This design comes from an exercise in tuning for a short achievable clock period and few clock cycles on the open sky130 flow, not from production work.
Function was checked by simulation only, so behaviour that the tests miss may differ from the original.
Power figures rest on the tool's default switching activity, not on a simulated workload.

==> run a: inputs <==
==> flow/design.v (excerpt) <==
module processorTop (
    input  logic        clk,
    input  logic        reset,
    input  logic        start,
    input  logic        hostImemWe,
    input  logic        hostDmemWe,
    input  logic [7:0]  hostAddr,
    input  logic [11:0] hostData,
    output logic [11:0] hostRdata,
    output logic        ready,
    output logic        done
);
clock: 9.0 ns
lec_check: 0
cap_margin: 40
core_margin: 2
core_utilization: 30
place_density: 0.4
setup_slack_margin: 5
slew_margin: 40
tns_end_percent: 5
run.sh (not shown) runs the stock make flow with config.mk's settings and CLKGATE_MAP_FILE= SYNTH_SCRIPT=/design/flow/synth_recipe.tcl, a recipe that flattens the netlist after the stock synthesis.
==> inputs of run b, as changes to run a <==
--- a/flow/design.v
+++ b/flow/design.v
@@ -67,36 +67,16 @@
     typedef logic [12-1:0] dataWordT;
     typedef struct packed {
         logic                   imemWe;
         logic                   dmemWe;
         logic [8-1:0] addr;
         dataWordT               data;  
     } hostReqT;
 endpackage
-`timescale 1ns/1ps
-module muxTree #(
-    parameter int W = 12,
-    parameter int S = 8
-) (
-    input  logic [(1<<S)-1:0][W-1:0] d,
-    input  logic [S-1:0]             sel,
-    output logic [W-1:0]             y
-);
-    logic [(2<<S)-1:1][W-1:0] t;
-    for (genvar i = 0; i < (1 << S); i++) begin : g_leaf
-        assign t[(1 << S) + i] = d[i];
-    end
-    for (genvar k = 0; k < S; k++) begin : g_lvl
-        for (genvar n = (1 << k); n < (2 << k); n++) begin : g_node
-            assign t[n] = sel[S-1-k] ? t[2*n+1] : t[2*n];
-        end
-    end
-    assign y = t[1];
-endmodule
 `timescale 1ns/1ps
 module processorTop (
     input  logic        clk,
     input  logic        reset,
     input  logic        start,
     input  logic        hostImemWe,
     input  logic        hostDmemWe,
     input  logic [7:0]  hostAddr,
@@ -164,24 +144,21 @@
         end else if (len2) begin
             nb0 = rdP2;    nb1 = rdP3;
             npc = pc2;     npc2 = pc2 + 8'd2; npc3 = pc3 + 8'd2;
         end else begin
             nb0 = b1;      nb1 = rdP2;
             npc = pc + 8'd1; npc2 = pc3;      npc3 = pc3 + 8'd1;
         end
     end
-    logic [11:0] rdA, rdB;
-    muxTree #(.W(12), .S(8)) uRdA (.d(dm), .sel(b1),      .y(rdA));   
-    muxTree #(.W(12), .S(8)) uRdB (.d(dm), .sel(ac[7:0]), .y(rdB));   
-    wire [15:0][11:0] mtAll = {mt, 12'd0};
-    logic [11:0] mul0, mul1, mul2;
-    muxTree #(.W(12), .S(4)) uM0 (.d(mtAll), .sel(ac[3:0]),  .y(mul0));
-    muxTree #(.W(12), .S(4)) uM1 (.d(mtAll), .sel(ac[7:4]),  .y(mul1));
-    muxTree #(.W(12), .S(4)) uM2 (.d(mtAll), .sel(ac[11:8]), .y(mul2));
+    wire [11:0] rdA = dm[b1];         
+    wire [11:0] rdB = dm[ac[7:0]];    
+    wire [11:0] mul0 = (ac[3:0]  == 4'd0) ? 12'd0 : mt[ac[3:0]];
+    wire [11:0] mul1 = (ac[7:4]  == 4'd0) ? 12'd0 : mt[ac[7:4]];
+    wire [11:0] mul2 = (ac[11:8] == 4'd0) ? 12'd0 : mt[ac[11:8]];
     wire [11:0] prod = mul0 + {mul1[7:0], 4'd0} + {mul2[3:0], 8'd0};
     logic [11:0] acN;
     logic        acWe;
     always_comb begin
         acWe = 1'b1;
         acN  = ac;
         if (isClac)       acN = 12'd0;
         else if (isLdiac) acN = rdA;
@@ -260,14 +237,16 @@
     wire [11:0] dWd = idle ? hostData   : pWd;
     for (genvar i = 0; i < 256; i++) begin : g_mem
         always_ff @(posedge clk) begin
             if (dWe && dWa == 8'(i)) dm[i] <= dWd;
             if (hostImemWe && hostAddr == 8'(i)) im0[i] <= hostData[7:0];
             if (hostImemWe && hostAddr == 8'(i + 1)) im1[i] <= hostData[7:0];
         end
     end
-    logic [11:0] hostRd;
-    muxTree #(.W(12), .S(8)) uRdHost (.d(dm), .sel(hostAddr), .y(hostRd));
+    logic [15:0][11:0] hq;
+    logic [3:0]        hHi;
     always_ff @(posedge clk) begin
-        hostRdata <= hostRd;
-    end
+        for (int g = 0; g < 16; g++) hq[g] <= dm[{4'(g), hostAddr[3:0]}];
+        hHi <= hostAddr[7:4];
+    end
+    assign hostRdata = hq[hHi];
 endmodule
==> flow/config.mk (replaced) <==
export PLATFORM = sky130hd
export DESIGN_NAME = processorTop
export DESIGN_NICKNAME = processorTop
export VERILOG_FILES = /design/flow/design.v
export SDC_FILE = /design/flow/constraint.sdc
export NUM_CORES = 4
export LEC_CHECK = 0
export CAP_MARGIN = 20
export CORE_MARGIN = 2
export CORE_UTILIZATION = 30
export PLACE_DENSITY = 0.4
export SLEW_MARGIN = 20
==> inputs of run c, as changes to run a <==
--- a/flow/design.v
+++ b/flow/design.v
@@ -67,36 +67,16 @@
     typedef logic [12-1:0] dataWordT;
     typedef struct packed {
         logic                   imemWe;
         logic                   dmemWe;
         logic [8-1:0] addr;
         dataWordT               data;  
     } hostReqT;
 endpackage
-`timescale 1ns/1ps
-module muxTree #(
-    parameter int W = 12,
-    parameter int S = 8
-) (
-    input  logic [(1<<S)-1:0][W-1:0] d,
-    input  logic [S-1:0]             sel,
-    output logic [W-1:0]             y
-);
-    logic [(2<<S)-1:1][W-1:0] t;
-    for (genvar i = 0; i < (1 << S); i++) begin : g_leaf
-        assign t[(1 << S) + i] = d[i];
-    end
-    for (genvar k = 0; k < S; k++) begin : g_lvl
-        for (genvar n = (1 << k); n < (2 << k); n++) begin : g_node
-            assign t[n] = sel[S-1-k] ? t[2*n+1] : t[2*n];
-        end
-    end
-    assign y = t[1];
-endmodule
 `timescale 1ns/1ps
 module processorTop (
     input  logic        clk,
     input  logic        reset,
     input  logic        start,
     input  logic        hostImemWe,
     input  logic        hostDmemWe,
     input  logic [7:0]  hostAddr,
@@ -164,24 +144,21 @@
         end else if (len2) begin
             nb0 = rdP2;    nb1 = rdP3;
             npc = pc2;     npc2 = pc2 + 8'd2; npc3 = pc3 + 8'd2;
         end else begin
             nb0 = b1;      nb1 = rdP2;
             npc = pc + 8'd1; npc2 = pc3;      npc3 = pc3 + 8'd1;
         end
     end
-    logic [11:0] rdA, rdB;
-    muxTree #(.W(12), .S(8)) uRdA (.d(dm), .sel(b1),      .y(rdA));   
-    muxTree #(.W(12), .S(8)) uRdB (.d(dm), .sel(ac[7:0]), .y(rdB));   
-    wire [15:0][11:0] mtAll = {mt, 12'd0};
-    logic [11:0] mul0, mul1, mul2;
-    muxTree #(.W(12), .S(4)) uM0 (.d(mtAll), .sel(ac[3:0]),  .y(mul0));
-    muxTree #(.W(12), .S(4)) uM1 (.d(mtAll), .sel(ac[7:4]),  .y(mul1));
-    muxTree #(.W(12), .S(4)) uM2 (.d(mtAll), .sel(ac[11:8]), .y(mul2));
+    wire [11:0] rdA = dm[b1];         
+    wire [11:0] rdB = dm[ac[7:0]];    
+    wire [11:0] mul0 = (ac[3:0]  == 4'd0) ? 12'd0 : mt[ac[3:0]];
+    wire [11:0] mul1 = (ac[7:4]  == 4'd0) ? 12'd0 : mt[ac[7:4]];
+    wire [11:0] mul2 = (ac[11:8] == 4'd0) ? 12'd0 : mt[ac[11:8]];
     wire [11:0] prod = mul0 + {mul1[7:0], 4'd0} + {mul2[3:0], 8'd0};
     logic [11:0] acN;
     logic        acWe;
     always_comb begin
         acWe = 1'b1;
         acN  = ac;
         if (isClac)       acN = 12'd0;
         else if (isLdiac) acN = rdA;
@@ -260,14 +237,16 @@
     wire [11:0] dWd = idle ? hostData   : pWd;
     for (genvar i = 0; i < 256; i++) begin : g_mem
         always_ff @(posedge clk) begin
             if (dWe && dWa == 8'(i)) dm[i] <= dWd;
             if (hostImemWe && hostAddr == 8'(i)) im0[i] <= hostData[7:0];
             if (hostImemWe && hostAddr == 8'(i + 1)) im1[i] <= hostData[7:0];
         end
     end
-    logic [11:0] hostRd;
-    muxTree #(.W(12), .S(8)) uRdHost (.d(dm), .sel(hostAddr), .y(hostRd));
+    logic [15:0][11:0] hq;
+    logic [3:0]        hHi;
     always_ff @(posedge clk) begin
-        hostRdata <= hostRd;
-    end
+        for (int g = 0; g < 16; g++) hq[g] <= dm[{4'(g), hostAddr[3:0]}];
+        hHi <= hostAddr[7:4];
+    end
+    assign hostRdata = hq[hHi];
 endmodule
==> flow/config.mk (replaced) <==
export PLATFORM = sky130hd
export DESIGN_NAME = processorTop
export DESIGN_NICKNAME = processorTop
export VERILOG_FILES = /design/flow/design.v
export SDC_FILE = /design/flow/constraint.sdc
export NUM_CORES = 4
export LEC_CHECK = 0
export CAP_MARGIN = 40
export CORE_MARGIN = 2
export CORE_UTILIZATION = 30
export PLACE_DENSITY = 0.4
export SLEW_MARGIN = 40
==> run notes <==
item                                                                run a                          run b                    run c
Outcome                                           complete, no violations       finished with violations  complete, no violations
Layout check failures                                                   -  capacitance limit, slew limit                        -
Die Span X                                                        1020 um                        1040 um                  1040 um
Dpl cell area                                                 0.334 sq mm                    0.344 sq mm              0.346 sq mm
Hold Startpoint                                                   mt[177]                        mt[115]                  mt[115]
Worst R2R Setup Slack                                             4.27 ns                        1.00 ns                  1.08 ns
Power spent charging and discharging nets                         18.2 mW                        18.0 mW                  18.1 mW
Skew-Pair Late Insertion Delay                                    1.15 ns                        1.17 ns                  1.19 ns
Combinational group power                                         9.95 mW                        8.70 mW                  8.79 mW
Xor and xnor fraction of the mapped netlist area                   0.281%                         0.325%                   0.325%
Clk_skew                                                        0.0971 ns                      0.0570 ns                0.0781 ns
Net total in the final layout                                       18200                          18800                    18800
Post-synthesis area per instance                               17.7 sq um                     17.4 sq um               17.4 sq um
Final Cycle Share                                                   52.6%                          88.9%                    88.0%
Biggest cell delay along the critical path                        0.83 ns                        0.72 ns                  0.77 ns
Cells resized by post-CTS repair                                      616                              0                        0
Pint                                                              46.6 mW                        47.7 mW                  47.6 mW
Number of flip-flops and latches                                     5319                           5503                     5503
Core Rows                                                             374                            380                      380
Die Y                                                             1020 um                        1040 um                  1040 um
Number of clock sinks                                                5319                           5503                     5503
Clock network fraction of total power                               42.4%                          43.5%                    43.5%
Area fraction in compound gates after synthesis                     4.53%                          4.70%                    4.70%
Placed insts                                                        30600                          32200                    32300
Combinational share of power                                        15.4%                          13.2%                    13.4%
Reg2Reg Depth                                                          12                             25                       25
Sequential fraction of the synthesis area                           50.6%                          50.1%                    50.1%
Testbench counts of run a, summed over its fixed seeds: cycles 13,865.
Testbench counts of run b, summed over its fixed seeds: cycles 13,865.
Testbench counts of run c, summed over its fixed seeds: cycles 13,865.

-- re-timing with driven ports --
The results above use ideal ports. As a check the final layouts listed here were re-extracted and re-timed, cells and wires unchanged. Step 1 (the two cells are an assumption about what drives the block):
set clk [get_ports {clk}]
set_driving_cell -lib_cell sky130_fd_sc_hd__clkbuf_16 $clk
set_driving_cell -lib_cell sky130_fd_sc_hd__buf_2 [delete_from_list [all_inputs] $clk]
Step 2 also shifts input and output timing later by t, the mid clock arrival at the registers, as if the neighbouring blocks saw the same clock. Slacks: no drivers / after step 1 / after step 2; pairs: no drivers / after step 1.
| run | t (ns) | setup slack, ns | worst hold slack (ns) | worst slew at a driven data input, ns | pins driven straight from the clock port |
|---|---|---|---|---|---|
| run a | 1.266 | 4.268 / 4.268 / 3.386 | 0.448 / 0.448 / 0.448 | 0.34 | 1 |
| run b | 1.304 | 1.002 / 1.002 / 1.002 | 0.458 / 0.458 / 0.458 | 0.28 | 1 |
| run c | 1.298 | 1.081 / 1.081 / 1.081 | 0.463 / 0.463 / 0.463 | 0.33 | 1 |
The setup slack of run a, which loses most, moves by 0.000 ns with the drivers and by -0.882 ns with both steps.
